This design comes from an exercise in tuning for a short achievable clock period on the open sky130 flow, not from production work.
In this exercise RTL edits were held to simulation tests only and were not proved equivalent to the original.
The clock port is modelled as an ideal driver; clocking choices that lean on that would not hold on a real chip.
No activity file was given, so power comes from the tool's default toggle rates.

**design.v**
```verilog
`default_nettype none
package offload_pkg;
  typedef logic [31:0] data_t;
  typedef logic [31:0] addr_t;
  typedef logic [4:0]  acc_id_t;
  typedef logic [1:0]  acc_target_t;
  typedef logic [3:0]  strb_t;
  typedef logic [11:0] ssr_word_t;
  localparam acc_target_t TARGET_FPU  = 2'd0;
  localparam acc_target_t TARGET_HIVE = 2'd1;
  localparam acc_target_t TARGET_SSR  = 2'd2;
  localparam int unsigned NUM_TARGETS = 3;
  localparam int unsigned TGT_IDX_W   = $clog2(NUM_TARGETS);
  localparam int unsigned NUM_SSRS      = 3;
  localparam int unsigned NUM_SSR_REGS  = 8;
  localparam int unsigned SSR_DM_SEL_W  = $clog2(NUM_SSRS);
  localparam int unsigned SSR_REG_SEL_W = $clog2(NUM_SSR_REGS);
  localparam int unsigned NSC           = 4;
  localparam logic [31:0] SCFG_MASK    = 32'h0000_707f;
  localparam logic [31:0] SCFGRI_MATCH = 32'h0000_102b;
  localparam logic [31:0] SCFGWI_MATCH = 32'h0000_202b;
  localparam logic [31:0] SCFGR_MATCH  = 32'h0000_502b;
  localparam logic [31:0] SCFGW_MATCH  = 32'h0000_602b;
  localparam int unsigned TCDM_ADDR_WIDTH = 17;
  localparam addr_t       TCDM_MASK       = {32{1'b1}} << TCDM_ADDR_WIDTH;
  localparam int unsigned MEM_RSP_DEPTH   = 4;
  localparam int unsigned MEM_PTR_W       = $clog2(MEM_RSP_DEPTH);
  typedef struct packed {
    acc_target_t target;
    acc_id_t     id;
    data_t       data_op;
    data_t       data_arga;
    data_t       data_argb;
    data_t       data_argc;
  } acc_req_t;
  typedef struct packed {
    acc_id_t id;
    data_t   data;
    logic    error;
  } acc_rsp_t;
  localparam int unsigned ACC_RSP_W = 5 + 32 + 1;
  typedef struct packed {
    addr_t addr;
    data_t wdata;
    logic  write;
    strb_t strb;
  } mem_req_t;
  typedef struct packed {
    data_t rdata;
    logic  error;
  } mem_rsp_t;
  typedef enum logic {
    MEM_SOC  = 1'b0,
    MEM_TCDM = 1'b1
  } mem_port_t;
endpackage
`default_nettype wire
`timescale 1ns/1ps
`default_nettype none
module offload_req_stage
(
  input  logic                   clk_i,
  input  logic                   rst_ni,
  input  offload_pkg::acc_req_t  acc_req_i,
  input  logic                   acc_valid_i,
  output logic                   acc_ready_o,
  output offload_pkg::acc_req_t  tgt_req_o,
  output logic [offload_pkg::NUM_TARGETS-1:0] tgt_valid_o,
  input  logic [offload_pkg::NUM_TARGETS-1:0] tgt_ready_i,
  output logic                   ssr_we_o,
  output logic [offload_pkg::NSC:0][offload_pkg::NUM_SSRS*offload_pkg::NUM_SSR_REGS-1:0] ssr_sel_o,
  output offload_pkg::acc_id_t   ssr_rid_o,
  output logic [offload_pkg::NUM_SSRS*offload_pkg::NUM_SSR_REGS-1:0] ssr_sel_next_o
);
  localparam int unsigned NW = offload_pkg::NUM_SSRS*offload_pkg::NUM_SSR_REGS;
  logic          in_rd_imm, in_wr_imm, in_rd_reg, in_wr_reg, in_write;
  logic [11:0]   in_addr;
  logic          in_range;
  logic [NW-1:0] in_sel;
  logic [offload_pkg::NUM_TARGETS-1:0] in_tgt;
  assign in_rd_imm = (acc_req_i.data_op & offload_pkg::SCFG_MASK) == offload_pkg::SCFGRI_MATCH;
  assign in_wr_imm = (acc_req_i.data_op & offload_pkg::SCFG_MASK) == offload_pkg::SCFGWI_MATCH;
  assign in_rd_reg = (acc_req_i.data_op & offload_pkg::SCFG_MASK) == offload_pkg::SCFGR_MATCH;
  assign in_wr_reg = (acc_req_i.data_op & offload_pkg::SCFG_MASK) == offload_pkg::SCFGW_MATCH;
  assign in_write  = in_wr_imm | in_wr_reg;
  always_comb begin
    if (in_rd_imm || in_wr_imm) begin
      in_addr = acc_req_i.data_op[31:20];
    end else if (in_rd_reg || in_wr_reg) begin
      in_addr = acc_req_i.data_argb[11:0];
    end else begin
      in_addr = '0;
    end
  end
  assign in_range = (in_addr[4:0] < 5'(offload_pkg::NUM_SSRS)) &&
                    (in_addr[11:5] < 7'(offload_pkg::NUM_SSR_REGS));
  always_comb begin
    for (int unsigned w = 0; w < NW; w++) begin
      in_sel[w] = in_range &&
                  (in_addr[1:0] == 2'(w / offload_pkg::NUM_SSR_REGS)) &&
                  (in_addr[7:5] == 3'(w % offload_pkg::NUM_SSR_REGS));
    end
  end
  assign in_tgt[offload_pkg::TARGET_FPU]  = (acc_req_i.target != offload_pkg::TARGET_HIVE) &&
                                            (acc_req_i.target != offload_pkg::TARGET_SSR);
  assign in_tgt[offload_pkg::TARGET_HIVE] = acc_req_i.target == offload_pkg::TARGET_HIVE;
  assign in_tgt[offload_pkg::TARGET_SSR]  = acc_req_i.target == offload_pkg::TARGET_SSR;
  offload_pkg::acc_req_t h_req_q, t_req_q;
  logic                  h_we_q, t_we_q;
  logic [NW-1:0]         t_sel_q;
  offload_pkg::acc_id_t  h_rid_q, t_rid_q;
  logic [offload_pkg::NUM_TARGETS-1:0] h_vld_q, t_tgt_q;
  logic                  full2_q;
  logic                  stall;
  assign stall       = |(h_vld_q & ~tgt_ready_i);
  assign acc_ready_o = ~full2_q;
  always_ff @(posedge clk_i) begin
    if (rst_ni) begin
      h_vld_q <= '0;
      full2_q <= 1'b0;
    end else begin
      if (!stall) begin
        h_vld_q <= full2_q ? t_tgt_q : (in_tgt & {offload_pkg::NUM_TARGETS{acc_valid_i}});
      end
      full2_q <= stall & (full2_q | acc_valid_i);
    end
  end
  always_ff @(posedge clk_i) begin
    if (!stall) begin
      h_req_q <= full2_q ? t_req_q : acc_req_i;
      h_we_q  <= full2_q ? t_we_q  : (in_write & in_range);
      h_rid_q <= full2_q ? t_rid_q : (in_write ? offload_pkg::acc_id_t'(0) : acc_req_i.id);
    end
    if (!full2_q) begin
      t_req_q <= acc_req_i;
      t_we_q  <= in_write & in_range;
      t_sel_q <= in_sel;
      t_rid_q <= in_write ? offload_pkg::acc_id_t'(0) : acc_req_i.id;
      t_tgt_q <= in_tgt;
    end
  end
  assign tgt_req_o   = h_req_q;
  assign tgt_valid_o = h_vld_q;
  assign ssr_we_o    = h_we_q;
  assign ssr_sel_next_o = full2_q ? t_sel_q : in_sel;
  for (genvar c = 0; c <= offload_pkg::NSC; c++) begin : g_hsel
    cc_edffv #(.W(NW)) u_h_sel (.clk_i(clk_i), .en_i(!stall),
                                .d_i(ssr_sel_next_o), .q_o(ssr_sel_o[c]));
  end
  assign ssr_rid_o   = h_rid_q;
endmodule
`default_nettype wire
`timescale 1ns/1ps
`default_nettype none
module ssr_cfg_unit
(
  input  logic     clk_i,
  input  logic     rst_ni,
  input  offload_pkg::acc_req_t req_i,
  input  logic     valid_i,
  output logic     ready_o,
  input  logic     we_i,
  input  logic [offload_pkg::NSC:0][offload_pkg::NUM_SSRS*offload_pkg::NUM_SSR_REGS-1:0] sel_i,
  input  offload_pkg::acc_id_t  rid_i,
  input  logic [offload_pkg::NUM_SSRS*offload_pkg::NUM_SSR_REGS-1:0] sel_next_i,
  output offload_pkg::acc_rsp_t rsp_o,
  output logic     rsp_valid_o,
  output logic     rsp_valid_d_o,
  input  logic     rsp_ready_i
);
  localparam int unsigned NW = offload_pkg::NUM_SSRS*offload_pkg::NUM_SSR_REGS;
  logic [NW-1:0][31:0]    cfg_q;
  offload_pkg::data_t     pend_data_q;
  offload_pkg::acc_rsp_t  rsp_q;
  logic                   rsp_valid_q;
  offload_pkg::data_t     rdata, fdata;
  logic                   fwd;
  logic                   req_hs;
  always_comb begin
    fdata = '0;
    for (int unsigned b = 0; b < 32; b++) begin
      for (int unsigned w = 0; w < NW; w++) begin
        fdata[b] = fdata[b] | (cfg_q[w][b] & sel_i[b / 8][w]);
      end
    end
  end
  logic fwd_q;
  always_ff @(posedge clk_i) begin
    fwd_q <= ~rst_ni & req_hs & we_i & |(sel_i[offload_pkg::NSC] & sel_next_i);
  end
  assign fwd   = fwd_q;
  assign rdata = fwd ? pend_data_q : fdata;
  assign ready_o = ~rsp_valid_q | rsp_ready_i;
  assign req_hs  = valid_i & ready_o;
  always_ff @(posedge clk_i) begin
    pend_data_q <= req_i.data_arga;
  end
  logic [NW-1:0] pend_wen_q;
  always_ff @(posedge clk_i) begin
    pend_wen_q <= {NW{~rst_ni & req_hs & we_i}} & sel_i[offload_pkg::NSC];
  end
  always_ff @(posedge clk_i) begin
    if (rst_ni) begin
      cfg_q <= '0;
    end else begin
      for (int unsigned w = 0; w < NW; w++) begin
        if (pend_wen_q[w]) begin
          cfg_q[w] <= pend_data_q;
        end
      end
    end
  end
  always_comb begin
    if (rst_ni) begin
      rsp_valid_d_o = 1'b0;
    end else if (req_hs) begin
      rsp_valid_d_o = 1'b1;
    end else if (rsp_ready_i) begin
      rsp_valid_d_o = 1'b0;
    end else begin
      rsp_valid_d_o = rsp_valid_q;
    end
  end
  always_ff @(posedge clk_i) begin
    rsp_valid_q <= rsp_valid_d_o;
  end
  always_ff @(posedge clk_i) begin
    if (req_hs) begin
      rsp_q.id    <= rid_i;
      rsp_q.data  <= rdata;
      rsp_q.error <= 1'b0;
    end
  end
  assign rsp_o       = rsp_q;
  assign rsp_valid_o = rsp_valid_q;
endmodule
`default_nettype wire
`timescale 1ns/1ps
`default_nettype none
module offload_rsp_arbiter
(
  input  logic                              clk_i,
  input  logic                              rst_ni,
  input  logic [offload_pkg::NUM_TARGETS*offload_pkg::ACC_RSP_W-1:0] src_rsp_i,
  input  logic     [offload_pkg::NUM_TARGETS-1:0]        src_valid_i,
  input  logic                              ssr_valid_d_i,
  output logic     [offload_pkg::NUM_TARGETS-1:0]        src_ready_o,
  output offload_pkg::acc_rsp_t                          rsp_o,
  output logic                              rsp_valid_o,
  input  logic                              rsp_ready_i
);
  offload_pkg::acc_rsp_t  rsp_q, rsp_d;
  logic                   rsp_valid_q;
  logic [2:0]             last_q, gnt, v;
  logic                   any_gnt;
  logic                   load_en;
  assign v = src_valid_i;
  assign load_en = ~rsp_valid_q | rsp_ready_i;
  assign gnt[0] = v[0] & (last_q[2] | (last_q[1] & ~v[2]) | (last_q[0] & ~v[2] & ~v[1]));
  assign gnt[1] = v[1] & (last_q[0] | (last_q[2] & ~v[0]) | (last_q[1] & ~v[0] & ~v[2]));
  assign gnt[2] = v[2] & (last_q[1] | (last_q[0] & ~v[1]) | (last_q[2] & ~v[1] & ~v[0]));
  assign any_gnt = |v;
  assign src_ready_o[2] = gnt[2] & load_en;
  logic fa_q, fa_n_q, fb_n_q, le_out, sel0, sel1;
  logic [2:0] last_d;
  always_comb begin
    if (rst_ni) begin
      last_d = 3'b100;
    end else if (load_en && any_gnt) begin
      last_d = gnt;
    end else begin
      last_d = last_q;
    end
  end
  always_ff @(posedge clk_i) begin
    fa_q   <= last_d[2] | (last_d[1] & ~ssr_valid_d_i);
    fa_n_q <= ~(last_d[2] | (last_d[1] & ~ssr_valid_d_i));
    fb_n_q <= ~(last_d[0] & ~ssr_valid_d_i);
  end
  cc_nand2b u_le   (.a_n(rsp_ready_i), .b(rsp_valid_q), .y(le_out));
  cc_nor2   u_sel0 (.a(v[1]), .b(fb_n_q), .y(sel0));
  cc_nor2   u_sel1 (.a(v[0]), .b(fa_n_q), .y(sel1));
  cc_o211a  u_rdy0 (.a1(fa_q), .a2(sel0), .b1(v[0]), .c1(le_out), .x(src_ready_o[0]));
  cc_o211a  u_rdy1 (.a1(last_q[0]), .a2(sel1), .b1(v[1]), .c1(le_out), .x(src_ready_o[1]));
  always_comb begin
    rsp_d = '0;
    for (int unsigned s = 0; s < 3; s++) begin
      rsp_d = rsp_d | (src_rsp_i[s*offload_pkg::ACC_RSP_W +: offload_pkg::ACC_RSP_W] &
                       {offload_pkg::ACC_RSP_W{gnt[s]}});
    end
  end
  always_ff @(posedge clk_i) begin
    if (rst_ni) begin
      rsp_valid_q <= 1'b0;
    end else if (load_en) begin
      rsp_valid_q <= any_gnt;
    end
  end
  always_ff @(posedge clk_i) begin
    last_q <= last_d;
  end
  always_ff @(posedge clk_i) begin
    if (load_en && any_gnt) begin
      rsp_q <= rsp_d;
    end
  end
  assign rsp_o       = rsp_q;
  assign rsp_valid_o = rsp_valid_q;
endmodule
`default_nettype wire
`timescale 1ns/1ps
`default_nettype none
module mem_route
(
  input  logic     clk_i,
  input  logic     rst_ni,
  input  offload_pkg::addr_t    tcdm_base_i,
  input  offload_pkg::mem_req_t core_req_i,
  input  logic     core_valid_i,
  output logic     core_ready_o,
  output offload_pkg::mem_rsp_t core_rsp_o,
  output logic     core_rsp_valid_o,
  output offload_pkg::mem_req_t tcdm_req_o,
  output logic     tcdm_valid_o,
  input  logic     tcdm_ready_i,
  input  offload_pkg::mem_rsp_t tcdm_rsp_i,
  input  logic     tcdm_rsp_valid_i,
  output logic     tcdm_rsp_ready_o,
  output offload_pkg::mem_req_t soc_req_o,
  output logic     soc_valid_o,
  input  logic     soc_ready_i,
  input  offload_pkg::mem_rsp_t soc_rsp_i,
  input  logic     soc_rsp_valid_i,
  output logic     soc_rsp_ready_o
);
  localparam int unsigned D = offload_pkg::MEM_RSP_DEPTH;
  logic [D-1:0] port_q;    
  logic [D-1:0] cnt_q;     
  logic         hr_tcdm_q, hr_soc_q;
  logic [D-1:0] port_a, port_d, cnt_a, cnt_d;
  logic [D:0]   cnt_ext;
  logic         is_tcdm;
  logic         push, pop;
  localparam int unsigned NSEL = 6;
  logic [NSEL-1:0] rsp_sel_t_q, rsp_sel_s_q;
  localparam int unsigned NB = 32 - offload_pkg::TCDM_ADDR_WIDTH;   
  localparam int unsigned NT = 4;   
  localparam int unsigned NX = 2;   
  logic [NT-1:0]   pair_eq_a, pair_eq_b;
  logic            win_ne_v, win_ne_r, win_ne_int;
  logic            vld_nf_n, tr_nf_n, sr_nf_n, not_full, not_full_q;
  logic [NX-1:0][NB-1:0] bit_eq;
  for (genvar x = 0; x < NX; x++) begin : g_xset
    for (genvar i = 0; i < NB; i++) begin : g_bit
      cc_xnor2 u_eq (.a(core_req_i.addr[offload_pkg::TCDM_ADDR_WIDTH+i]),
                     .b(tcdm_base_i[offload_pkg::TCDM_ADDR_WIDTH+i]), .y(bit_eq[x][i]));
    end
  end
  for (genvar t = 0; t < NT; t++) begin : g_tree
    logic [3:0]    grp_ne;
    cc_nand4 u_ne0 (.a(bit_eq[t * NX / NT][0]),  .b(bit_eq[t * NX / NT][1]),  .c(bit_eq[t * NX / NT][2]),  .d(bit_eq[t * NX / NT][3]),  .y(grp_ne[0]));
    cc_nand4 u_ne1 (.a(bit_eq[t * NX / NT][4]),  .b(bit_eq[t * NX / NT][5]),  .c(bit_eq[t * NX / NT][6]),  .d(bit_eq[t * NX / NT][7]),  .y(grp_ne[1]));
    cc_nand4 u_ne2 (.a(bit_eq[t * NX / NT][8]),  .b(bit_eq[t * NX / NT][9]),  .c(bit_eq[t * NX / NT][10]), .d(bit_eq[t * NX / NT][11]), .y(grp_ne[2]));
    cc_nand3 u_ne3 (.a(bit_eq[t * NX / NT][12]), .b(bit_eq[t * NX / NT][13]), .c(bit_eq[t * NX / NT][14]), .y(grp_ne[3]));
    cc_nor2  u_pair_a (.a(grp_ne[0]), .b(grp_ne[1]), .y(pair_eq_a[t]));
    cc_nor2  u_pair_b (.a(grp_ne[2]), .b(grp_ne[3]), .y(pair_eq_b[t]));
  end
  cc_nand2 u_win_ne_v   (.a(pair_eq_a[0]), .b(pair_eq_b[0]), .y(win_ne_v));
  cc_nand2 u_win_ne_r   (.a(pair_eq_a[2]), .b(pair_eq_b[2]), .y(win_ne_r));
  cc_nand2 u_win_ne_int (.a(pair_eq_a[3]), .b(pair_eq_b[3]), .y(win_ne_int));
  always_ff @(posedge clk_i) begin
    not_full_q <= rst_ni | ~cnt_d[D-1];
  end
  assign not_full = not_full_q;
  cc_nand2 u_vld_nf (.a(core_valid_i), .b(not_full), .y(vld_nf_n));
  cc_nand2 u_tr_nf  (.a(tcdm_ready_i), .b(not_full), .y(tr_nf_n));
  cc_nand2 u_sr_nf  (.a(soc_ready_i),  .b(not_full), .y(sr_nf_n));
  assign is_tcdm = ~win_ne_int;
  assign tcdm_req_o   = core_req_i;
  assign soc_req_o    = core_req_i;
  cc_nor2  u_tcdm_vld (.a(win_ne_v), .b(vld_nf_n), .y(tcdm_valid_o));
  cc_a21oi u_soc_vld (.a1(pair_eq_a[1]), .a2(pair_eq_b[1]), .b1(vld_nf_n), .y(soc_valid_o));
  cc_mux2i u_ready (.s(win_ne_r), .a0(tr_nf_n), .a1(sr_nf_n), .y(core_ready_o));
  assign push         = core_valid_i & ~cnt_q[D-1] & (is_tcdm ? tcdm_ready_i : soc_ready_i);
  assign tcdm_rsp_ready_o = hr_tcdm_q;
  assign soc_rsp_ready_o  = hr_soc_q;
  assign core_rsp_valid_o = (tcdm_rsp_valid_i & hr_tcdm_q) | (soc_rsp_valid_i & hr_soc_q);
  for (genvar c = 0; c < NSEL; c++) begin : g_sel
    cc_dff u_sel_t (.clk_i(clk_i), .d_i(port_d[0]),  .q_o(rsp_sel_t_q[c]));
    cc_dff u_sel_s (.clk_i(clk_i), .d_i(~port_d[0]), .q_o(rsp_sel_s_q[c]));
  end
  for (genvar k = 0; k < 33; k++) begin : g_rsp
    cc_a22o u_rsp (.a1(tcdm_rsp_i[k]), .a2(rsp_sel_t_q[k % NSEL]),
                   .b1(soc_rsp_i[k]),  .b2(rsp_sel_s_q[k % NSEL]), .x(core_rsp_o[k]));
  end
  assign pop              = core_rsp_valid_o;
  always_comb begin
    if (pop) begin
      port_a = {1'b0, port_q[D-1:1]};
      cnt_a  = {1'b0, cnt_q[D-1:1]};
    end else begin
      port_a = port_q;
      cnt_a  = cnt_q;
    end
    port_d  = port_a;
    cnt_ext = {cnt_a, 1'b1};
    for (int unsigned k = 0; k < D; k++) begin
      if (push && !cnt_a[k] && cnt_ext[k]) begin
        port_d[k] = is_tcdm;
      end
    end
    cnt_d = push ? {cnt_a[D-2:0], 1'b1} : cnt_a;
  end
  always_ff @(posedge clk_i) begin
    if (rst_ni) begin
      cnt_q     <= '0;
      hr_tcdm_q <= 1'b0;
      hr_soc_q  <= 1'b0;
    end else begin
      cnt_q     <= cnt_d;
      hr_tcdm_q <= cnt_d[0] & port_d[0];
      hr_soc_q  <= cnt_d[0] & ~port_d[0];
    end
  end
  always_ff @(posedge clk_i) begin
    port_q <= port_d;
  end
endmodule
`default_nettype wire
`timescale 1ns/1ps
`default_nettype none
module core_complex_fabric
(
  input  logic     clk_i,
  input  logic     rst_ni,
  input  offload_pkg::acc_req_t acc_req_i,
  input  logic     acc_valid_i,
  output logic     acc_ready_o,
  output offload_pkg::acc_rsp_t acc_rsp_o,
  output logic     acc_rsp_valid_o,
  input  logic     acc_rsp_ready_i,
  output offload_pkg::acc_req_t fpu_req_o,
  output logic     fpu_valid_o,
  input  logic     fpu_ready_i,
  input  offload_pkg::acc_rsp_t fpu_rsp_i,
  input  logic     fpu_rsp_valid_i,
  output logic     fpu_rsp_ready_o,
  output offload_pkg::acc_req_t hive_req_o,
  output logic     hive_valid_o,
  input  logic     hive_ready_i,
  input  offload_pkg::acc_rsp_t hive_rsp_i,
  input  logic     hive_rsp_valid_i,
  output logic     hive_rsp_ready_o,
  input  offload_pkg::addr_t    tcdm_base_i,
  input  offload_pkg::mem_req_t core_req_i,
  input  logic     core_valid_i,
  output logic     core_ready_o,
  output offload_pkg::mem_rsp_t core_rsp_o,
  output logic     core_rsp_valid_o,
  output offload_pkg::mem_req_t tcdm_req_o,
  output logic     tcdm_valid_o,
  input  logic     tcdm_ready_i,
  input  offload_pkg::mem_rsp_t tcdm_rsp_i,
  input  logic     tcdm_rsp_valid_i,
  output logic     tcdm_rsp_ready_o,
  output offload_pkg::mem_req_t soc_req_o,
  output logic     soc_valid_o,
  input  logic     soc_ready_i,
  input  offload_pkg::mem_rsp_t soc_rsp_i,
  input  logic     soc_rsp_valid_i,
  output logic     soc_rsp_ready_o
);
  offload_pkg::acc_req_t                   tgt_req;
  logic     [offload_pkg::NUM_TARGETS-1:0] tgt_valid, tgt_ready;
  offload_pkg::acc_rsp_t                   ssr_rsp;
  logic                       ssr_rsp_valid, ssr_rsp_valid_d;
  logic [offload_pkg::NUM_TARGETS*offload_pkg::ACC_RSP_W-1:0] src_rsp;
  logic                       ssr_we;
  logic [offload_pkg::NSC:0][offload_pkg::NUM_SSRS*offload_pkg::NUM_SSR_REGS-1:0] ssr_sel;
  offload_pkg::acc_id_t       ssr_rid;
  logic [offload_pkg::NUM_SSRS*offload_pkg::NUM_SSR_REGS-1:0] ssr_sel_next;
  logic     [offload_pkg::NUM_TARGETS-1:0] src_valid, src_ready;
  offload_req_stage i_offload_req_stage (
    .clk_i       (clk_i),
    .rst_ni      (rst_ni),
    .acc_req_i   (acc_req_i),
    .acc_valid_i (acc_valid_i),
    .acc_ready_o (acc_ready_o),
    .tgt_req_o   (tgt_req),
    .tgt_valid_o (tgt_valid),
    .tgt_ready_i (tgt_ready),
    .ssr_we_o    (ssr_we),
    .ssr_sel_o   (ssr_sel),
    .ssr_rid_o   (ssr_rid),
    .ssr_sel_next_o (ssr_sel_next)
  );
  assign fpu_req_o    = tgt_req;
  assign hive_req_o   = tgt_req;
  assign fpu_valid_o  = tgt_valid[offload_pkg::TARGET_FPU];
  assign hive_valid_o = tgt_valid[offload_pkg::TARGET_HIVE];
  assign tgt_ready[offload_pkg::TARGET_FPU]  = fpu_ready_i;
  assign tgt_ready[offload_pkg::TARGET_HIVE] = hive_ready_i;
  ssr_cfg_unit i_ssr_cfg_unit (
    .clk_i       (clk_i),
    .rst_ni      (rst_ni),
    .req_i       (tgt_req),
    .valid_i     (tgt_valid[offload_pkg::TARGET_SSR]),
    .ready_o     (tgt_ready[offload_pkg::TARGET_SSR]),
    .we_i        (ssr_we),
    .sel_i       (ssr_sel),
    .rid_i       (ssr_rid),
    .sel_next_i  (ssr_sel_next),
    .rsp_o       (ssr_rsp),
    .rsp_valid_o (ssr_rsp_valid),
    .rsp_valid_d_o (ssr_rsp_valid_d),
    .rsp_ready_i (src_ready[offload_pkg::TARGET_SSR])
  );
  assign src_rsp   = {ssr_rsp, hive_rsp_i, fpu_rsp_i};
  assign src_valid = {ssr_rsp_valid, hive_rsp_valid_i, fpu_rsp_valid_i};
  assign fpu_rsp_ready_o  = src_ready[offload_pkg::TARGET_FPU];
  assign hive_rsp_ready_o = src_ready[offload_pkg::TARGET_HIVE];
  offload_rsp_arbiter i_offload_rsp_arbiter (
    .clk_i       (clk_i),
    .rst_ni      (rst_ni),
    .src_rsp_i   (src_rsp),
    .src_valid_i (src_valid),
    .ssr_valid_d_i (ssr_rsp_valid_d),
    .src_ready_o (src_ready),
    .rsp_o       (acc_rsp_o),
    .rsp_valid_o (acc_rsp_valid_o),
    .rsp_ready_i (acc_rsp_ready_i)
  );
  mem_route i_mem_route (
    .clk_i            (clk_i),
    .rst_ni           (rst_ni),
    .tcdm_base_i      (tcdm_base_i),
    .core_req_i       (core_req_i),
    .core_valid_i     (core_valid_i),
    .core_ready_o     (core_ready_o),
    .core_rsp_o       (core_rsp_o),
    .core_rsp_valid_o (core_rsp_valid_o),
    .tcdm_req_o       (tcdm_req_o),
    .tcdm_valid_o     (tcdm_valid_o),
    .tcdm_ready_i     (tcdm_ready_i),
    .tcdm_rsp_i       (tcdm_rsp_i),
    .tcdm_rsp_valid_i (tcdm_rsp_valid_i),
    .tcdm_rsp_ready_o (tcdm_rsp_ready_o),
    .soc_req_o        (soc_req_o),
    .soc_valid_o      (soc_valid_o),
    .soc_ready_i      (soc_ready_i),
    .soc_rsp_i        (soc_rsp_i),
    .soc_rsp_valid_i  (soc_rsp_valid_i),
    .soc_rsp_ready_o  (soc_rsp_ready_o)
  );
endmodule
`default_nettype wire
`default_nettype none
module cc_xnor2 (input logic a, input logic b, output logic y);
  assign y = ~(a ^ b);
endmodule
module cc_nand3 (input logic a, input logic b, input logic c, output logic y);
  assign y = ~(a & b & c);
endmodule
module cc_nand4 (input logic a, input logic b, input logic c, input logic d, output logic y);
  assign y = ~(a & b & c & d);
endmodule
module cc_a22o (input logic a1, input logic a2, input logic b1, input logic b2, output logic x);
  assign x = (a1 & a2) | (b1 & b2);
endmodule
module cc_nor3 (input logic a, input logic b, input logic c, output logic y);
  assign y = ~(a | b | c);
endmodule
module cc_nor2 (input logic a, input logic b, output logic y);
  assign y = ~(a | b);
endmodule
module cc_nand2 (input logic a, input logic b, output logic y);
  assign y = ~(a & b);
endmodule
module cc_a21oi (input logic a1, input logic a2, input logic b1, output logic y);
  assign y = ~((a1 & a2) | b1);
endmodule
module cc_mux2i (input logic s, input logic a0, input logic a1, output logic y);
  assign y = ~(s ? a1 : a0);
endmodule
module cc_nand2b (input logic a_n, input logic b, output logic y);
  assign y = ~(~a_n & b);
endmodule
module cc_o211a (input logic a1, input logic a2, input logic b1, input logic c1, output logic x);
  assign x = (a1 | a2) & b1 & c1;
endmodule
module cc_edffv #(parameter int unsigned W = 1) (
  input  logic         clk_i,
  input  logic         en_i,
  input  logic [W-1:0] d_i,
  output logic [W-1:0] q_o
);
  always_ff @(posedge clk_i) begin
    if (en_i) begin
      q_o <= d_i;
    end
  end
endmodule
module cc_dff (input logic clk_i, input logic d_i, output logic q_o);
  always_ff @(posedge clk_i) begin
    q_o <= d_i;
  end
endmodule
`default_nettype wire
```
**flow/run.sh**
```bash
#!/bin/bash
# Own layout flow: the standard synthesis unchanged, then the
# standard ORFS layout with
#  - sizing not tied to cell footprints (MATCH_CELL_FOOTPRINT=0),
#  - delay cells kept out of the layout (added to DONT_USE_CELLS), and
#    the port buffers made of plain buffers (BUFFER_PORTS_ARGS),
#  - the ports of the memory window compare kept together (io.tcl),
#  - a greedy gate-sizing pass after CTS and after global routing
#    (post_cts.tcl, post_grt.tcl, sizer.tcl).
# Each step's full output goes to a log in this folder (and ORFS's own
# per-step logs under orfs/logs).
set -euo pipefail
cd "$(dirname "$0")/.."
W=$PWD

# 1. Standard synthesis, unchanged
bash standard.sh synth > "$W/log_synth.txt" 2>&1

# 2. Layout: the standard make command with extra settings
export DONT_USE_CELLS="sky130_fd_sc_hd__clkdlybuf4s15_1 sky130_fd_sc_hd__clkdlybuf4s15_2 sky130_fd_sc_hd__clkdlybuf4s18_1 sky130_fd_sc_hd__clkdlybuf4s18_2 sky130_fd_sc_hd__clkdlybuf4s25_1 sky130_fd_sc_hd__clkdlybuf4s25_2 sky130_fd_sc_hd__clkdlybuf4s50_1 sky130_fd_sc_hd__clkdlybuf4s50_2 sky130_fd_sc_hd__dlymetal6s2s_1 sky130_fd_sc_hd__dlymetal6s4s_1 sky130_fd_sc_hd__dlymetal6s6s_1 sky130_fd_sc_hd__dlygate4sd1_1 sky130_fd_sc_hd__dlygate4sd2_1 sky130_fd_sc_hd__dlygate4sd3_1"
export BUFFER_PORTS_ARGS="-buffer_cell sky130_fd_sc_hd__buf_4"
export PRE_IO_PLACEMENT_TCL="$W/flow/io.tcl"
export POST_CTS_TCL="$W/flow/post_cts.tcl"
export POST_GLOBAL_ROUTE_TCL="$W/flow/post_grt.tcl"
sed "s|\"\${@:-finish}\"|MATCH_CELL_FOOTPRINT=0 \"\${@:-finish}\"|" standard.sh > "$W/layout.sh"
bash "$W/layout.sh" finish > "$W/log_layout.txt" 2>&1
```
**flow/io.tcl**
```tcl
# Keep the ports of the memory route's window compare together on the
# die edge, so the compare logic sits next to all of them: the address
# and base bit pairs on both sides, the valid, readies and the three
# outputs in the middle.
set crit {}
for {set i 17} {$i <= 23} {incr i} {
  lappend crit "core_req_i\[[expr {$i + 37}]\]" "tcdm_base_i\[$i\]"
}
lappend crit core_valid_i tcdm_ready_i core_ready_o tcdm_valid_o soc_valid_o soc_ready_i
for {set i 24} {$i <= 31} {incr i} {
  lappend crit "core_req_i\[[expr {$i + 37}]\]" "tcdm_base_i\[$i\]"
}
set_io_pin_constraint -group -order -pin_names $crit
```
**flow/post_cts.tcl**
```tcl
# After CTS and its timing repair: greedy sizing on the worst paths,
# then legalize.
source [file join [file dirname [info script]] sizer.tcl]
estimate_parasitics -placement
puts "bench post_cts start ws [worst_slack -max]"
my_greedy_size 12 1 {estimate_parasitics -placement}
detailed_placement
check_placement -verbose
estimate_parasitics -placement
puts "bench post_cts end ws [worst_slack -max]"
```
**flow/post_grt.tcl**
```tcl
# After global routing and its timing repair: greedy sizing with the
# global-route parasitics, then legalize, route the changed nets and
# write the guides again.
source [file join [file dirname [info script]] sizer.tcl]
puts "bench post_grt start ws [worst_slack -max]"
global_route -start_incremental
my_greedy_size 12 1 {estimate_parasitics -global_routing}
detailed_placement
global_route -end_incremental -congestion_report_file $::env(REPORTS_DIR)/congestion_post_bench_size.rpt
estimate_parasitics -global_routing
check_placement -verbose
puts "bench post_grt end ws [worst_slack -max]"
write_guides $::env(RESULTS_DIR)/route.guide
```
**flow/sizer.tcl**
```tcl
# Greedy gate sizing on the worst paths: for each instance on a path,
# try the other drive strengths of its cell (any buffer for a buffer)
# and keep the one that gives the best worst slack. Flip-flops and clock
# cells are left alone.
proc my_path_insts {n} {
  set insts {}
  foreach pe [find_timing_paths -path_delay max -group_path_count $n -endpoint_path_count 1] {
    foreach p [get_property $pe points] {
      set inst [get_cells -quiet -of_objects [get_property $p pin]]
      if {$inst eq ""} continue
      set name [get_full_name $inst]
      if {[lsearch -exact $insts $name] < 0} { lappend insts $name }
    }
  }
  return $insts
}

proc my_candidates {cur} {
  regsub {_[0-9]+$} $cur "" base
  if {[regexp {__(buf|clkdlybuf4s[0-9]+|dlymetal6s[0-9]+s|dlygate4sd[0-9]+)$} $base]} {
    return [get_lib_cells */sky130_fd_sc_hd__buf_*]
  }
  return [get_lib_cells */${base}_*]
}

# est: the command that refreshes parasitics after a change
proc my_ws {est} {
  eval $est
  return [worst_slack -max]
}

# Drive strengths next to the current one (two below, two above)
proc my_near {cur cands} {
  set names {}
  foreach lc $cands { lappend names [get_name $lc] }
  set names [lsort -dictionary $names]
  if {[regexp {__buf_} $cur]} { return $names }
  set i [lsearch -exact $names $cur]
  if {$i < 0} { return $names }
  return [lrange $names [expr {max(0, $i - 2)}] [expr {$i + 2}]]
}

proc my_greedy_size {rounds npaths est} {
  for {set r 0} {$r < $rounds} {incr r} {
    set improved 0
    foreach iname [my_path_insts $npaths] {
      set inst [get_cells $iname]
      set cur [get_property $inst ref_name]
      if {[regexp {df|dl[a-z]*x|clkbuf|clkinv|tap|fill|decap|diode|conb} $cur]} continue
      set best_ws [my_ws $est]
      set best $cur
      foreach cand [my_near $cur [my_candidates $cur]] {
        if {$cand eq $cur} continue
        replace_cell $inst $cand
        set ws [my_ws $est]
        if {$ws > $best_ws + 1e-4} {
          set best_ws $ws
          set best $cand
        }
      }
      replace_cell $inst $best
      eval $est
      if {$best ne $cur} {
        set improved 1
        puts "my_size $iname $cur -> $best ws [format %.4f $best_ws]"
      }
    }
    if {!$improved} break
  }
}
```
**standard.sh**
```bash
#!/bin/bash
# synth_recipe.tcl (not shown) runs the flow's synth.tcl, then flattens the netlist and writes it again
# the make line also repeats each setting of config.mk as NAME=value (left out here)
make -C /OpenROAD-flow-scripts/flow DESIGN_CONFIG=/design/flow/config.mk WORK_HOME=/design/flow/orfs CLKGATE_MAP_FILE= SYNTH_SCRIPT=/design/flow/synth_recipe.tcl "${@:-finish}"
```
**config.mk**
```make
export PLATFORM = sky130hd
export DESIGN_NAME = core_complex_fabric
export DESIGN_NICKNAME = core_complex_fabric
export VERILOG_FILES = /design/flow/design.v
export SDC_FILE = /design/flow/constraint.sdc
export NUM_CORES = 4
export LEC_CHECK = 0
export ABC_CLOCK_PERIOD_IN_PS = 2500
export CAP_MARGIN = 20
export CORE_MARGIN = 2
export CORE_UTILIZATION = 40
export SETUP_SLACK_MARGIN = 2.2
export SLEW_MARGIN = 20
export SYNTH_HIERARCHICAL = 1
export TNS_END_PERCENT = 100
```
**constraint.sdc**
```tcl
create_clock -name core_clock -period 5.0 [get_ports {clk_i}]
set_input_delay 1.0000 -clock core_clock [delete_from_list [all_inputs] [get_ports {clk_i}]]
set_output_delay 1.0000 -clock core_clock [all_outputs]
set_load 0.01 [all_outputs]
```
==> results of run 1 <==
## layout by cell type, fill, tap and decap left out, drive strengths merged, types with 45 or more instances in the layout
| cell type | count |
|---|---|
| dfxtp | 1022 |
| clkinv | 45 |
| a22o | 66 |
| nor2 | 795 |
| edfxtp | 342 |
| a22oi | 272 |
| nand4 | 80 |
| inv | 55 |
| mux2i | 773 |
| buf | 827 |
| mux2 | 129 |
| clkbuf | 209 |
| nand2 | 73 |
| a222oi | 70 |
## state kept, by name (all words and copies together), names as in the netlist, 3 cells and up
name,cells
i_ssr_cfg_unit.cfg_q,768
i_offload_req_stage.h_req_q,135
i_offload_req_stage.t_req_q,135
i_offload_req_stage.g_hsel.u_h_sel.q_o,120
i_offload_rsp_arbiter.rsp_q,38
i_ssr_cfg_unit.rsp_q,37
i_ssr_cfg_unit.pend_data_q,32
i_offload_req_stage.t_sel_q,24
i_ssr_cfg_unit.pend_wen_q,24
i_mem_route.g_sel.u_sel_s.q_o,6
i_mem_route.g_sel.u_sel_t.q_o,6
i_offload_req_stage.h_rid_q,5
i_offload_req_stage.t_rid_q,5
i_mem_route.cnt_q,4
i_mem_route.port_q,4
i_offload_req_stage.h_vld_q,3
i_offload_req_stage.t_tgt_q,3
i_offload_rsp_arbiter.last_q,3
## Yosys stat by module (local to each module, per instance), a selection
module               flops+latches  cells  area, um2  copies in the design
offload_req_stage              313    629      10300                     1
cc_xnor2                         0      1       8.76                    30
offload_rsp_arbiter             45    157       2040                     1
cc_dff                           1      1       20.0                    12
cc_nor2                          0      1       3.75                    11
cc_nand4                         0      1       6.26                    12
cc_o211a                         0      1       10.0                     2
cc_mux2i                         0      1       10.0                     1
cc_nand2b                        0      1       6.26                     1
cc_a22o                          0      1       8.76                    33
ssr_cfg_unit                   863   3342      34300                     1
cc_nand2                         0      1       3.75                     6
cc_a21oi                         0      1       8.76                     1
## power by group through the flow
| stage | combinational (W) | sequential [W] | clock, W |
|---|---|---|---|
| 6_report | 0.00197 | 0.0126 | 0.0111 |
| 3_5_place_dp | 0.00183 | 0.0128 | 0 |
| 3_3_place_gp | 0.00182 | 0.0128 | 0 |
| 2_1_floorplan | 0.00131 | 0.0123 | 0 |
## cell type report
| type | count | area (um2) |
|---|---|---|
| clock buffer | 209 | 4410 |
| sequential | 1364 | 30800 |
| fill | 12029 | 69400 |
| antenna | 1 | 2.50 |
| tap | 1768 | 2210 |
| clock inverter | 64 | 604 |
| timing repair buffer | 827 | 6520 |
| multi-input combinational | 2579 | 19500 |
| inverter | 48 | 180 |
## metrics by stage
stage	utilization [%]	power [W]	worst slack [ps]	hold slack [ps]
after detailed placement	43.5	0.0147	1280	395
after floorplan	-	0.0137	-4070	400
after global placement	43.5	0.0146	1240	400
final	48.0	0.0257	1910	404
## synthesized netlist by cell type (all sizes together) (30+ instances only)
| cell | count | share of area [%] |
|---|---|---|
| edfxtp | 342 | 19 |
| dfxtp | 1022 | 38 |
| nand4 | 80 | 0.93 |
| xnor2 | 30 | 0.49 |
| buf | 458 | 5.8 |
| a22oi | 272 | 3.8 |
| clkbuf | 236 | 1.7 |
| nand3 | 40 | 0.37 |
| mux2 | 129 | 2.7 |
| nor2 | 795 | 5.6 |
| a222oi | 70 | 1.3 |
| o32a | 33 | 0.61 |
| a21oi | 40 | 0.39 |
| a22o | 66 | 1.1 |
| inv | 47 | 0.33 |
| mux2i | 773 | 14 |
| a221oi | 32 | 0.89 |
| nand2 | 73 | 0.51 |
## kinds of logic after synthesis
| family | count (synthesis) | synth area share (%) |
|---|---|---|
| AND/OR/NAND/NOR | 1058 | 8.26 |
| adder cells (fa/ha/maj) | 2 | 0.0464 |
| XOR/XNOR | 31 | 0.518 |
| other | 1 | 0.00696 |
| AO/OA/AOI/OAI | 585 | 9.27 |
| buffers and inverters | 742 | 7.80 |
| multiplexers | 902 | 17.1 |
| flip-flops | 1364 | 57.0 |
## worst min path at each step
stage          slack (ps)                             from                        endpoint  depth (start not counted)
2_1_floorplan         400   i_offload_req_stage.h_rid_q[0]        i_ssr_cfg_unit.rsp_q[33]                          0
3_3_place_gp          400  i_offload_req_stage.h_req_q[78]  i_ssr_cfg_unit.pend_data_q[14]                          0
3_5_place_dp          390  i_offload_req_stage.h_req_q[89]  i_ssr_cfg_unit.pend_data_q[25]                          0
6_report              400  i_offload_req_stage.h_req_q[89]  i_ssr_cfg_unit.pend_data_q[25]                          0
## metal layers
layer  track usage [%]  routed length [um]
met5                 0                   0
met4              6.93                4410
met3              4.71               12700
met2              35.9               73800
met1              30.7               70500
==> impl_metrics.json, run 1 <==
{
  "hp-class": "flop to flop",
  "synth_cell_type_count": 68,
  "cts_sinks": 1364,
  "clkSlewWorstSetupHoldPaths_ps": 50,
  "fin_crit_sh_pct": 61.8,
  "cp-end-kind": "primary output",
  "status": "timing/DRC/antenna clean",
  "grt_antenna_before_repair": 3,
  "seq_area_frac_synth_pct": 57.0,
  "gp_congestion": 0.788,
  "grt_pass1_wl_um": 232000,
  "layoutNonFillerInstCount": 6860,
  "worst_pin_slew_ps": 1090,
  "design_area_um2": 64200,
  "path_class": "input port to primary output",
  "rr_startpoint": "i_ssr_cfg_unit.fwd_q",
  "final_antenna_net_count": 0,
  "postSynthCellCount": 4685,
  "grt_max_degree": 214,
  "critPathMaxFanout": 4,
  "fin_nets": 5360,
  "crit_chain": "buf_8, xnor2_2, nand4_2, nor2_2, nand2_2, mux2i_1, buf_4",
  "dpl_cell_area_um2": 58100,
  "netSwitchingFraction_pct": 24.5,
  "cts_tree": "yes",
  "finalHoldViolations": 0,
  "area_growth_syn_to_layout_pct": 19.2,
  "r2r-end": "i_ssr_cfg_unit.rsp_q[2]",
  "clk_latency_ps": 770,
  "endpoint": "core_ready_o",
  "period_needed_ps": 3090,
  "grt_usage_pct": 22.6,
  "maxCapViolations": 0,
  "die_h_um": 371,
  "async_flop_share_pct": 0,
  "dieArea_um2": 138000,
  "internal_power_w": 0.0194,
  "place_inst": 6529,
  "relSlewSlack_pct": 27.5,
  "clock_skew_ps": 27.9,
  "cp-start-kind": "input port",
  "path_buf_inv": 2,
  "drt_iter0_markers": 3392,
  "power_switching_w": 0.00630,
  "yosysWarnings": 12,
  "io_pins": 882,
  "io_buffers": 702,
  "slowest_delay_ps": 230,
  "cp_top_family": "simple AND/OR/NAND/NOR gates",
  "regToRegSetupSlack_ps": 2430,
  "p_per_area_nw_per_um2": 400,
  "tns_ps": 0,
  "vias": 37095,
  "drcViolationCount": 0,
  "fmax_mhz": 324,
  "cpMaxStageDelayCell": "xnor2_2",
  "viasPerCell": 5.41,
  "start_util_pct": 40.3,
  "slew_viol_final": 0,
  "critPathArrivalTime_ps": 2090,
  "synth_fp_nets": 5078,
  "synth_edf_count": 342,
  "cp_data_required_time_ps": 4000,
  "grt-ovfl-total": 0,
  "fp.dieW_um": 371,
  "wl_per_cell_um": 23.5,
  "ff2ff_path_depth": 4,
  "syn-cell-area_um2": 53900,
  "dr.pass1.iters": 6,
  "power_frac_comb_pct": 7.7,
  "grt_pass1_vias": 35588,
  "drive_gt1_share_pct": 26.2,
  "hpwl_um": 100000,
  "p_leak_nw": 23.8,
  "rows": 134,
  "syn_area_per_cell_um2": 11.5,
  "drt-total-wl_um": 161000,
  "irDropWorstVdd_uv": 349,
  "startpoint": "core_req_i[64]",
  "p_seq_share_pct": 49.1,
  "synth_ff_type": "dfxtp_1",
  "report.final.setup_viol": 0,
  "synth_seq_cells": 1364,
  "crit_cells": 7,
  "clock_power_share_pct": 43.3,
  "core-area_um2": 134000
}
==> run 2, diff against run 1 <==
--- a/design.v
+++ b/design.v
@@ -347,3 +347,3 @@
   localparam int unsigned NT = 4;   
-  localparam int unsigned NX = 2;   
+  localparam int unsigned NX = 1;   
   logic [NT-1:0]   pair_eq_a, pair_eq_b;
==> impl_metrics.json, run 2 <==
{
  "yosysTopAreaCell": "dfxtp_1",
  "viasPerCell": 5.43,
  "die_h_um": 371,
  "clkSlewWorstSetupHoldPaths_ps": 50,
  "critPathMaxFanout": 4,
  "reg.largest.list": "i_ssr_cfg_unit.cfg_q: 768 flops, i_offload_req_stage.h_req_q: 135 flops, i_offload_req_stage.t_req_q: 135 flops",
  "clock_skew_ps": 32.6,
  "hp-class": "flop to flop",
  "finish.utilization_pct": 47.7,
  "final_antenna_net_count": 0,
  "irDropWorstVdd_uv": 327,
  "syn-cell-area_um2": 53700,
  "wl_per_cell_um": 24.7,
  "drcViolationCount": 0,
  "p_per_area_nw_per_um2": 402,
  "synth_cell_type_count": 68,
  "layoutNonFillerInstCount": 6835,
  "fin_crit_sh_pct": 60.8,
  "gp_congestion": 0.803,
  "finalHoldViolations": 0,
  "cp_data_required_time_ps": 4000,
  "period_needed_ps": 3040,
  "dr.pass1.iters": 9,
  "synth_fp_nets": 5063,
  "cts_tree": "yes",
  "cts_sinks": 1364,
  "grt-ovfl-total": 0,
  "io_buffers": 702,
  "drt-met1-wl_um": 71100,
  "final_cell_mix": "994 x dfxtp_1, 791 x nor2_1, 774 x buf_4",
  "relSlewSlack_pct": 20.6,
  "synthTopCellsByCount": "1022 x dfxtp_1, 794 x nor2_1, 772 x mux2i_1",
  "drt_iter0_markers": 3380,
  "layout_commonest_cell": "dfxtp_1",
  "fin_nets": 5330,
  "drt-total-wl_um": 169000,
  "yosys-top-cells-area": "dfxtp_1 38%, edfxtp_1 19%, mux2i_1 14%",
  "fmax_mhz": 329,
  "worst_pin_slew_ps": 1190,
  "synth_edf_count": 342,
  "largest-register": "i_ssr_cfg_unit.cfg_q",
  "async_flop_share_pct": 0,
  "pre_cts_slack_ps": 1250,
  "synth_seq_cells": 1364,
  "core-area_um2": 133000,
  "hpwl_um": 105000,
  "postSynthCellCount": 4670,
  "grt_pass1_vias": 35776,
  "worst_slack_ps": 1960,
  "slew_viol_final": 0,
  "syn_area_per_cell_um2": 11.5,
  "p_leak_nw": 23.5,
  "start_util_pct": 40.3,
  "path_class": "input port to primary output",
  "fp.dieW_um": 371,
  "grt_max_degree": 176,
  "status": "timing/DRC/antenna clean",
  "io_pins": 882,
  "yosysMostFrequentCell": "dfxtp_1",
  "wl_met3_um": 14100,
  "vias": 37132,
  "nFillCells": 12136,
  "grt_antenna_before_repair": 13,
  "clk_latency_ps": 790,
  "drive_gt1_share_pct": 25.4,
  "synth_ff_type": "dfxtp_1",
  "largest_reg_flops": 768,
  "highest_layer": "met5",
  "place_inst": 6523,
  "yosysTopAreaCellShare_pct": 38.1,
  "critPathArrivalTime_ps": 2040,
  "rows": 134,
  "cp-start-kind": "input port",
  "p_total_w": 0.0256,
  "area_growth_syn_to_layout_pct": 18.5,
  "dieArea_um2": 137000,
  "grt_usage_pct": 23.7,
  "maxCapViolations": 0,
  "report.final.setup_viol": 0,
  "routed-wl-met2_um": 77500,
  "grt_pass1_wl_um": 241000,
  "cp-end-kind": "primary output",
  "seq_area_frac_synth_pct": 57.2,
  "yosysWarnings": 12
}
-- run 2: changes by cell type after synthesis, sizes merged --
cell | before | now
xnor2 | 30 | 15
-- run 2: path summary, 6_finish.rpt --
kind / from / endpoint / slack [ps] / cells past startpoint
worst min register to register: i_offload_req_stage.h_req_q[85] / i_ssr_cfg_unit.pend_data_q[21] / 400 / 0
worst min-delay path: i_offload_req_stage.h_req_q[85] / i_ssr_cfg_unit.pend_data_q[21] / 400 / 0
worst max register to register: i_ssr_cfg_unit.rsp_valid_q / i_offload_req_stage.g_hsel[1].u_h_sel.q_o[3] / 2580 / 7
worst max-delay path: tcdm_base_i[23] / core_ready_o / 1960 / 7
-- run 2: layer usage --
metal | track usage [%] | vias to the layer above
li1 | - | 16895
met1 | 31.2 | 18178
met2 | 38.2 | 1722
met3 | 5.06 | 335
met4 | 8.70 | 2
met5 | 0 | -
-- run 2: critical path: stages --
cell     delay (ps)
buf_8           100
xnor2_4         240
nand4_2         180
nor2_2          150
nand2_1          70
mux2i_1         150
buf_4           150
-- run 2: final cells by class --
cell class | count | area [um2] | share of cell area, %
Antenna cell | 8 | 20.0 | 0.0314
Clock buffer | 202 | 4180 | 6.56
Timing Repair Buffer | 811 | 6400 | 10.0
Sequential cell | 1364 | 30800 | 48.3
Clock inverter | 70 | 724 | 1.14
Multi-Input combinational cell | 2564 | 19200 | 30.1
Inverter | 48 | 180 | 0.283
Tap cell | 1768 | 2210 | 3.47
-- run 2: modules after synthesis (local to each module, per instance), excerpt --
module               cells  cell area (um2)
cc_nand2b                1             6.26
offload_rsp_arbiter    157             2040
offload_req_stage      629            10300
cc_xnor2                 1             8.76
cc_a21oi                 1             8.76
core_complex_fabric    135             1010
cc_nand2                 1             3.75
cc_a22o                  1             8.76
cc_nor2                  1             3.75
cc_nand4                 1             6.26
ssr_cfg_unit          3342            34300
-- run 2: where the power goes --
group	internal, W	switching (W)	total, W
combinational	0.000948	0.000988	0.00194
clock	0.00645	0.00458	0.0110
sequential	0.0118	0.000817	0.0126
-- run 2: cell families (layout without fill, tap and decap cells) --
| family | Yosys count | after routing | share of synthesized area (%) |
|---|---|---|---|
| and+or+nand+nor | 1058 | 1058 | 8.28 |
| other | 1 | 9 | 0.00698 |
| AOI/OAI and AO/OA | 585 | 585 | 9.29 |
| buffers and inverters | 742 | 1131 | 7.82 |
| DFF | 1364 | 1364 | 57.2 |
| muxes | 902 | 902 | 17.1 |
| adders and majority gates | 2 | 2 | 0.0465 |
| xor gates and xnor gates | 16 | 16 | 0.275 |
-- run 2: per-stage QoR --
stage | area, um2 | hold WS [ps] | TNS [ps]
detailed placement | 58000 | 400 | 0
global placement | 58000 | 395 | 0
floorplan | 53800 | 400 | -1040260
finish | 63700 | 405 | 0
==> run 3, diff against run 2 <==
--- a/design.v
+++ b/design.v
@@ -17,3 +17,2 @@
   localparam int unsigned SSR_REG_SEL_W = $clog2(NUM_SSR_REGS);
-  localparam int unsigned NSC           = 4;
   localparam logic [31:0] SCFG_MASK    = 32'h0000_707f;
@@ -70,5 +69,4 @@
   output logic                   ssr_we_o,
-  output logic [offload_pkg::NSC:0][offload_pkg::NUM_SSRS*offload_pkg::NUM_SSR_REGS-1:0] ssr_sel_o,
-  output offload_pkg::acc_id_t   ssr_rid_o,
-  output logic [offload_pkg::NUM_SSRS*offload_pkg::NUM_SSR_REGS-1:0] ssr_sel_next_o
+  output logic [offload_pkg::NUM_SSRS*offload_pkg::NUM_SSR_REGS-1:0] ssr_sel_o,
+  output offload_pkg::acc_id_t   ssr_rid_o
 );
@@ -109,3 +107,3 @@
   logic                  h_we_q, t_we_q;
-  logic [NW-1:0]         t_sel_q;
+  logic [NW-1:0]         h_sel_q, t_sel_q;
   offload_pkg::acc_id_t  h_rid_q, t_rid_q;
@@ -131,2 +129,3 @@
       h_we_q  <= full2_q ? t_we_q  : (in_write & in_range);
+      h_sel_q <= full2_q ? t_sel_q : in_sel;
       h_rid_q <= full2_q ? t_rid_q : (in_write ? offload_pkg::acc_id_t'(0) : acc_req_i.id);
@@ -144,7 +143,3 @@
   assign ssr_we_o    = h_we_q;
-  assign ssr_sel_next_o = full2_q ? t_sel_q : in_sel;
-  for (genvar c = 0; c <= offload_pkg::NSC; c++) begin : g_hsel
-    cc_edffv #(.W(NW)) u_h_sel (.clk_i(clk_i), .en_i(!stall),
-                                .d_i(ssr_sel_next_o), .q_o(ssr_sel_o[c]));
-  end
+  assign ssr_sel_o   = h_sel_q;
   assign ssr_rid_o   = h_rid_q;
@@ -162,5 +157,4 @@
   input  logic     we_i,
-  input  logic [offload_pkg::NSC:0][offload_pkg::NUM_SSRS*offload_pkg::NUM_SSR_REGS-1:0] sel_i,
+  input  logic [offload_pkg::NUM_SSRS*offload_pkg::NUM_SSR_REGS-1:0] sel_i,
   input  offload_pkg::acc_id_t  rid_i,
-  input  logic [offload_pkg::NUM_SSRS*offload_pkg::NUM_SSR_REGS-1:0] sel_next_i,
   output offload_pkg::acc_rsp_t rsp_o,
@@ -172,2 +166,4 @@
   logic [NW-1:0][31:0]    cfg_q;
+  logic                   pend_we_q;
+  logic [NW-1:0]          pend_sel_q;
   offload_pkg::data_t     pend_data_q;
@@ -180,13 +176,7 @@
     fdata = '0;
-    for (int unsigned b = 0; b < 32; b++) begin
-      for (int unsigned w = 0; w < NW; w++) begin
-        fdata[b] = fdata[b] | (cfg_q[w][b] & sel_i[b / 8][w]);
-      end
+    for (int unsigned w = 0; w < NW; w++) begin
+      fdata = fdata | (cfg_q[w] & {32{sel_i[w]}});
     end
   end
-  logic fwd_q;
-  always_ff @(posedge clk_i) begin
-    fwd_q <= ~rst_ni & req_hs & we_i & |(sel_i[offload_pkg::NSC] & sel_next_i);
-  end
-  assign fwd   = fwd_q;
+  assign fwd   = pend_we_q & |(pend_sel_q & sel_i);
   assign rdata = fwd ? pend_data_q : fdata;
@@ -195,7 +185,11 @@
   always_ff @(posedge clk_i) begin
-    pend_data_q <= req_i.data_arga;
+    if (rst_ni) begin
+      pend_we_q <= 1'b0;
+    end else begin
+      pend_we_q <= req_hs & we_i;
+    end
   end
-  logic [NW-1:0] pend_wen_q;
   always_ff @(posedge clk_i) begin
-    pend_wen_q <= {NW{~rst_ni & req_hs & we_i}} & sel_i[offload_pkg::NSC];
+    pend_sel_q  <= sel_i;
+    pend_data_q <= req_i.data_arga;
   end
@@ -206,3 +200,3 @@
       for (int unsigned w = 0; w < NW; w++) begin
-        if (pend_wen_q[w]) begin
+        if (pend_we_q && pend_sel_q[w]) begin
           cfg_q[w] <= pend_data_q;
@@ -346,30 +340,20 @@
   localparam int unsigned NB = 32 - offload_pkg::TCDM_ADDR_WIDTH;   
-  localparam int unsigned NT = 4;   
-  localparam int unsigned NX = 1;   
-  logic [NT-1:0]   pair_eq_a, pair_eq_b;
-  logic            win_ne_v, win_ne_r, win_ne_int;
-  logic            vld_nf_n, tr_nf_n, sr_nf_n, not_full, not_full_q;
-  logic [NX-1:0][NB-1:0] bit_eq;
-  for (genvar x = 0; x < NX; x++) begin : g_xset
-    for (genvar i = 0; i < NB; i++) begin : g_bit
-      cc_xnor2 u_eq (.a(core_req_i.addr[offload_pkg::TCDM_ADDR_WIDTH+i]),
-                     .b(tcdm_base_i[offload_pkg::TCDM_ADDR_WIDTH+i]), .y(bit_eq[x][i]));
-    end
-  end
-  for (genvar t = 0; t < NT; t++) begin : g_tree
-    logic [3:0]    grp_ne;
-    cc_nand4 u_ne0 (.a(bit_eq[t * NX / NT][0]),  .b(bit_eq[t * NX / NT][1]),  .c(bit_eq[t * NX / NT][2]),  .d(bit_eq[t * NX / NT][3]),  .y(grp_ne[0]));
-    cc_nand4 u_ne1 (.a(bit_eq[t * NX / NT][4]),  .b(bit_eq[t * NX / NT][5]),  .c(bit_eq[t * NX / NT][6]),  .d(bit_eq[t * NX / NT][7]),  .y(grp_ne[1]));
-    cc_nand4 u_ne2 (.a(bit_eq[t * NX / NT][8]),  .b(bit_eq[t * NX / NT][9]),  .c(bit_eq[t * NX / NT][10]), .d(bit_eq[t * NX / NT][11]), .y(grp_ne[2]));
-    cc_nand3 u_ne3 (.a(bit_eq[t * NX / NT][12]), .b(bit_eq[t * NX / NT][13]), .c(bit_eq[t * NX / NT][14]), .y(grp_ne[3]));
-    cc_nor2  u_pair_a (.a(grp_ne[0]), .b(grp_ne[1]), .y(pair_eq_a[t]));
-    cc_nor2  u_pair_b (.a(grp_ne[2]), .b(grp_ne[3]), .y(pair_eq_b[t]));
-  end
-  cc_nand2 u_win_ne_v   (.a(pair_eq_a[0]), .b(pair_eq_b[0]), .y(win_ne_v));
-  cc_nand2 u_win_ne_r   (.a(pair_eq_a[2]), .b(pair_eq_b[2]), .y(win_ne_r));
-  cc_nand2 u_win_ne_int (.a(pair_eq_a[3]), .b(pair_eq_b[3]), .y(win_ne_int));
-  always_ff @(posedge clk_i) begin
-    not_full_q <= rst_ni | ~cnt_d[D-1];
-  end
-  assign not_full = not_full_q;
+  logic [NB-1:0]   bit_eq;
+  logic [3:0]      grp_ne;
+  logic            pair_eq_a, pair_eq_b, win_ne_v, win_ne_r, win_ne_int;
+  logic            vld_nf_n, tr_nf_n, sr_nf_n, not_full;
+  for (genvar i = 0; i < NB; i++) begin : g_bit
+    cc_xnor2 u_eq (.a(core_req_i.addr[offload_pkg::TCDM_ADDR_WIDTH+i]),
+                   .b(tcdm_base_i[offload_pkg::TCDM_ADDR_WIDTH+i]), .y(bit_eq[i]));
+  end
+  cc_nand4 u_ne0 (.a(bit_eq[0]),  .b(bit_eq[1]),  .c(bit_eq[2]),  .d(bit_eq[3]),  .y(grp_ne[0]));
+  cc_nand4 u_ne1 (.a(bit_eq[4]),  .b(bit_eq[5]),  .c(bit_eq[6]),  .d(bit_eq[7]),  .y(grp_ne[1]));
+  cc_nand4 u_ne2 (.a(bit_eq[8]),  .b(bit_eq[9]),  .c(bit_eq[10]), .d(bit_eq[11]), .y(grp_ne[2]));
+  cc_nand3 u_ne3 (.a(bit_eq[12]), .b(bit_eq[13]), .c(bit_eq[14]), .y(grp_ne[3]));
+  cc_nor2  u_pair_a (.a(grp_ne[0]), .b(grp_ne[1]), .y(pair_eq_a));
+  cc_nor2  u_pair_b (.a(grp_ne[2]), .b(grp_ne[3]), .y(pair_eq_b));
+  cc_nand2 u_win_ne_v (.a(pair_eq_a), .b(pair_eq_b), .y(win_ne_v));
+  cc_nand2 u_win_ne_r (.a(pair_eq_a), .b(pair_eq_b), .y(win_ne_r));
+  cc_nand2 u_win_ne_int (.a(pair_eq_a), .b(pair_eq_b), .y(win_ne_int));
+  assign not_full = ~cnt_q[D-1];
   cc_nand2 u_vld_nf (.a(core_valid_i), .b(not_full), .y(vld_nf_n));
@@ -381,3 +365,3 @@
   cc_nor2  u_tcdm_vld (.a(win_ne_v), .b(vld_nf_n), .y(tcdm_valid_o));
-  cc_a21oi u_soc_vld (.a1(pair_eq_a[1]), .a2(pair_eq_b[1]), .b1(vld_nf_n), .y(soc_valid_o));
+  cc_a21oi u_soc_vld (.a1(pair_eq_a), .a2(pair_eq_b), .b1(vld_nf_n), .y(soc_valid_o));
   cc_mux2i u_ready (.s(win_ne_r), .a0(tr_nf_n), .a1(sr_nf_n), .y(core_ready_o));
@@ -478,5 +462,4 @@
   logic                       ssr_we;
-  logic [offload_pkg::NSC:0][offload_pkg::NUM_SSRS*offload_pkg::NUM_SSR_REGS-1:0] ssr_sel;
+  logic [offload_pkg::NUM_SSRS*offload_pkg::NUM_SSR_REGS-1:0] ssr_sel;
   offload_pkg::acc_id_t       ssr_rid;
-  logic [offload_pkg::NUM_SSRS*offload_pkg::NUM_SSR_REGS-1:0] ssr_sel_next;
   logic     [offload_pkg::NUM_TARGETS-1:0] src_valid, src_ready;
@@ -493,4 +476,3 @@
     .ssr_sel_o   (ssr_sel),
-    .ssr_rid_o   (ssr_rid),
-    .ssr_sel_next_o (ssr_sel_next)
+    .ssr_rid_o   (ssr_rid)
   );
@@ -511,3 +493,2 @@
     .rid_i       (ssr_rid),
-    .sel_next_i  (ssr_sel_next),
     .rsp_o       (ssr_rsp),
@@ -590,14 +571,2 @@
 endmodule
-module cc_edffv #(parameter int unsigned W = 1) (
-  input  logic         clk_i,
-  input  logic         en_i,
-  input  logic [W-1:0] d_i,
-  output logic [W-1:0] q_o
-);
-  always_ff @(posedge clk_i) begin
-    if (en_i) begin
-      q_o <= d_i;
-    end
-  end
-endmodule
 module cc_dff (input logic clk_i, input logic d_i, output logic q_o);
--- a/flow/run.sh
+++ b/flow/run.sh
@@ -4,4 +4,3 @@
 #  - sizing not tied to cell footprints (MATCH_CELL_FOOTPRINT=0),
-#  - delay cells kept out of the layout (added to DONT_USE_CELLS), and
-#    the port buffers made of plain buffers (BUFFER_PORTS_ARGS),
+#  - delay cells kept out of the layout (added to DONT_USE_CELLS),
 #  - the ports of the memory window compare kept together (io.tcl),
@@ -20,3 +19,2 @@
 export DONT_USE_CELLS="sky130_fd_sc_hd__clkdlybuf4s15_1 sky130_fd_sc_hd__clkdlybuf4s15_2 sky130_fd_sc_hd__clkdlybuf4s18_1 sky130_fd_sc_hd__clkdlybuf4s18_2 sky130_fd_sc_hd__clkdlybuf4s25_1 sky130_fd_sc_hd__clkdlybuf4s25_2 sky130_fd_sc_hd__clkdlybuf4s50_1 sky130_fd_sc_hd__clkdlybuf4s50_2 sky130_fd_sc_hd__dlymetal6s2s_1 sky130_fd_sc_hd__dlymetal6s4s_1 sky130_fd_sc_hd__dlymetal6s6s_1 sky130_fd_sc_hd__dlygate4sd1_1 sky130_fd_sc_hd__dlygate4sd2_1 sky130_fd_sc_hd__dlygate4sd3_1"
-export BUFFER_PORTS_ARGS="-buffer_cell sky130_fd_sc_hd__buf_4"
 export PRE_IO_PLACEMENT_TCL="$W/flow/io.tcl"
==> flow/io.tcl (replaced) <==
# Keep the ports of the memory route's window compare together on the
# die edge, so the compare logic sits next to all of them.
set crit {}
for {set i 17} {$i <= 31} {incr i} {
  lappend crit "core_req_i\[[expr {$i + 37}]\]" "tcdm_base_i\[$i\]"
}
lappend crit core_valid_i tcdm_ready_i soc_ready_i core_ready_o tcdm_valid_o soc_valid_o
set_io_pin_constraint -group -order -pin_names $crit
--- a/config.mk
+++ b/config.mk
@@ -11,5 +11,4 @@
 export CORE_UTILIZATION = 40
-export SETUP_SLACK_MARGIN = 2.2
+export SETUP_SLACK_MARGIN = 2.5
 export SLEW_MARGIN = 20
 export SYNTH_HIERARCHICAL = 1
-export TNS_END_PERCENT = 100
==> impl_metrics.json, run 3 <==
{
  "status": "timing/DRC/antenna clean",
  "synth_edf_count": 246,
  "drive_gt1_share_pct": 14.8,
  "fp.dieW_um": 358,
  "yosysTopAreaCellShare_pct": 40.7,
  "nFillCells": 11332,
  "vias": 44193,
  "p_leak_nw": 25.1,
  "maxCapViolations": 0,
  "irDropWorstVdd_uv": 248,
  "crit_chain": "buf_8, xnor2_2, nand4_2, nor2_4, buf_6, nand2_4, mux2i_1, buf_4",
  "viasPerCell": 5.86,
  "startpoint": "core_req_i[54]",
  "dieArea_um2": 128000,
  "critPathMaxFanout": 2,
  "syn-cell-area_um2": 50200,
  "grt_max_degree": 122,
  "slew_viol_final": 0,
  "critPathArrivalTime_ps": 2010,
  "layoutNonFillerInstCount": 7547,
  "seq_area_frac_synth_pct": 55.4,
  "reg.largest.list": "i_ssr_cfg_unit.cfg_q: 768 flops, i_offload_req_stage.h_req_q: 135 flops, i_offload_req_stage.t_req_q: 135 flops",
  "final_cell_mix": "1680 x nand2_1, 1004 x dfxtp_1, 778 x a21oi_1",
  "endpoint": "core_ready_o",
  "synth_cell_type_count": 66,
  "drcViolationCount": 0,
  "clkSlewWorstSetupHoldPaths_ps": 60,
  "clock_skew_ps": 25.5,
  "hp-class": "flop to flop",
  "synth_seq_cells": 1267,
  "yosysWarnings": 11,
  "final_antenna_net_count": 0,
  "io_buffers": 702,
  "drt_iter0_markers": 6249,
  "report.final.setup_viol": 0,
  "hpwl_um": 136000,
  "largest-register": "i_ssr_cfg_unit.cfg_q",
  "grt_pass1_vias": 40508,
  "cp_data_required_time_ps": 4000,
  "fmax_mhz": 333,
  "yosysTopAreaCell": "dfxtp_1",
  "fin_crit_sh_pct": 60.1,
  "slowest_delay_ps": 160,
  "cp-end-kind": "primary output",
  "design_area_um2": 63000,
  "r2r-end": "i_ssr_cfg_unit.rsp_q[28]",
  "layout_commonest_cell": "nand2_1",
  "postSynthCellCount": 5485,
  "finalHoldViolations": 0,
  "syn_area_per_cell_um2": 9.16,
  "p_per_area_nw_per_um2": 385,
  "period_needed_ps": 3010,
  "yosys-top-cells-area": "dfxtp_1 41%, edfxtp_1 15%, nand2_1 13%",
  "worst_pin_slew_ps": 1130,
  "path_class": "input port to primary output",
  "dr.pass1.iters": 9,
  "cp-start-kind": "input port",
  "grt_pass1_wl_um": 305000,
  "ff2ff_path_depth": 6,
  "cpMaxStageDelayCell": "xnor2_2",
  "rows": 130,
  "clk_latency_ps": 760,
  "io_pins": 882,
  "tns_ps": 0,
  "synth_fp_nets": 5878,
  "grt_usage_pct": 33.3,
  "core-area_um2": 125000,
  "grt-ovfl-total": 0,
  "pre_cts_slack_ps": 911,
  "cts_sinks": 1267,
  "drt-total-wl_um": 222000
}
-- run 3: changes by cell type after synthesis, sizes merged, moves of 31 or more --
cell,before,now
edfxtp,342,246
mux2i,773,3
nand3,40,2
a41oi,0,32
a221oi,32,64
nand2,73,1697
nor2,795,16
clkbuf,236,341
nand4,80,35
nor3,4,35
a21oi,40,779
a311oi,1,32
a222oi,70,38
a22o,66,98
-- run 3: power breakdown --
part	leakage [nW]	switching (W)	total, W	internal (W)
Sequential	10.9	0.000313	0.0112	0.0109
Combinational	12.0	0.00168	0.00281	0.00113
Clock	2.23	0.00427	0.0103	0.00602
Total	25.1	0.00626	0.0243	0.0180
-- run 3: worst min-delay path by stage --
stage	start	endpoint	cells past startpoint
6_report	i_offload_req_stage.h_req_q[84]	i_ssr_cfg_unit.pend_data_q[20]	0
3_5_place_dp	i_offload_req_stage.h_rid_q[3]	i_ssr_cfg_unit.rsp_q[36]	0
3_3_place_gp	i_offload_req_stage.h_req_q[84]	i_ssr_cfg_unit.pend_data_q[20]	0
2_1_floorplan	i_offload_req_stage.h_sel_q[0]	i_ssr_cfg_unit.pend_sel_q[0]	0
-- run 3: area by class of cell --
type | count | share of cell area, %
flip-flops and latches | 1267 | 44.2
multi-input cells | 3387 | 29.5
repair buffers | 935 | 15.5
clock buffers | 192 | 6.19
well taps | 1650 | 3.28
clock inverters | 55 | 0.979
inverters | 54 | 0.328
diodes | 7 | 0.0278
-- run 3: kinds of logic (layout without fill, tap and decap cells) --
| group | count (synthesis) | count (layout) | synth area share (%) |
|---|---|---|---|
| fa+ha+maj | 2 | 2 | 0.0498 |
| mux | 127 | 127 | 2.85 |
| buf+inv | 834 | 1236 | 8.77 |
| compound gates | 1387 | 1389 | 18.2 |
| simple gates | 1851 | 1852 | 14.5 |
| other cells | 1 | 8 | 0.00746 |
| flops | 1267 | 1267 | 55.4 |
| xor+xnor | 16 | 16 | 0.279 |
-- run 3: stage by stage --
stage          hold slack [ps]  power, W  utilization [%]
3_5_place_dp               405    0.0141             45.2
3_3_place_gp               400    0.0141             45.2
2_1_floorplan              343    0.0125                -
6_report                   405    0.0243             50.4
-- run 3: routing by layer --
layer  wire length, um  global-route usage, %  up-vias
li1                  -                      -    19179
met1             78400                   40.0    21089
met2             98600                   51.8     3204
met3             29200                   10.7      709
met4             15300                   19.9       12
met5               280                   1.19        -
-- run 3: critical path: cells and delay by family --
family	cells	cell delay, ps
buf+inv	3	360
simple gates	3	320
xor+xnor	1	160
mux	1	160
-- run 3: per-module statistics from Yosys, one instance, submodules excluded, excerpt --
module | cells inside | times used | cell area, um2 | flip-flops and latches
offload_req_stage | 643 | 1 | 10800 | 337
mem_route | 187 | 1 | 1530 | 10
core_complex_fabric | 135 | 1 | 1010 | 0
cc_mux2i | 1 | 1 | 10.0 | 0
cc_xnor2 | 1 | 15 | 8.76 | 0
cc_a22o | 1 | 33 | 8.76 | 0
cc_nand3 | 1 | 1 | 5.00 | 0
cc_nor2 | 1 | 5 | 3.75 | 0
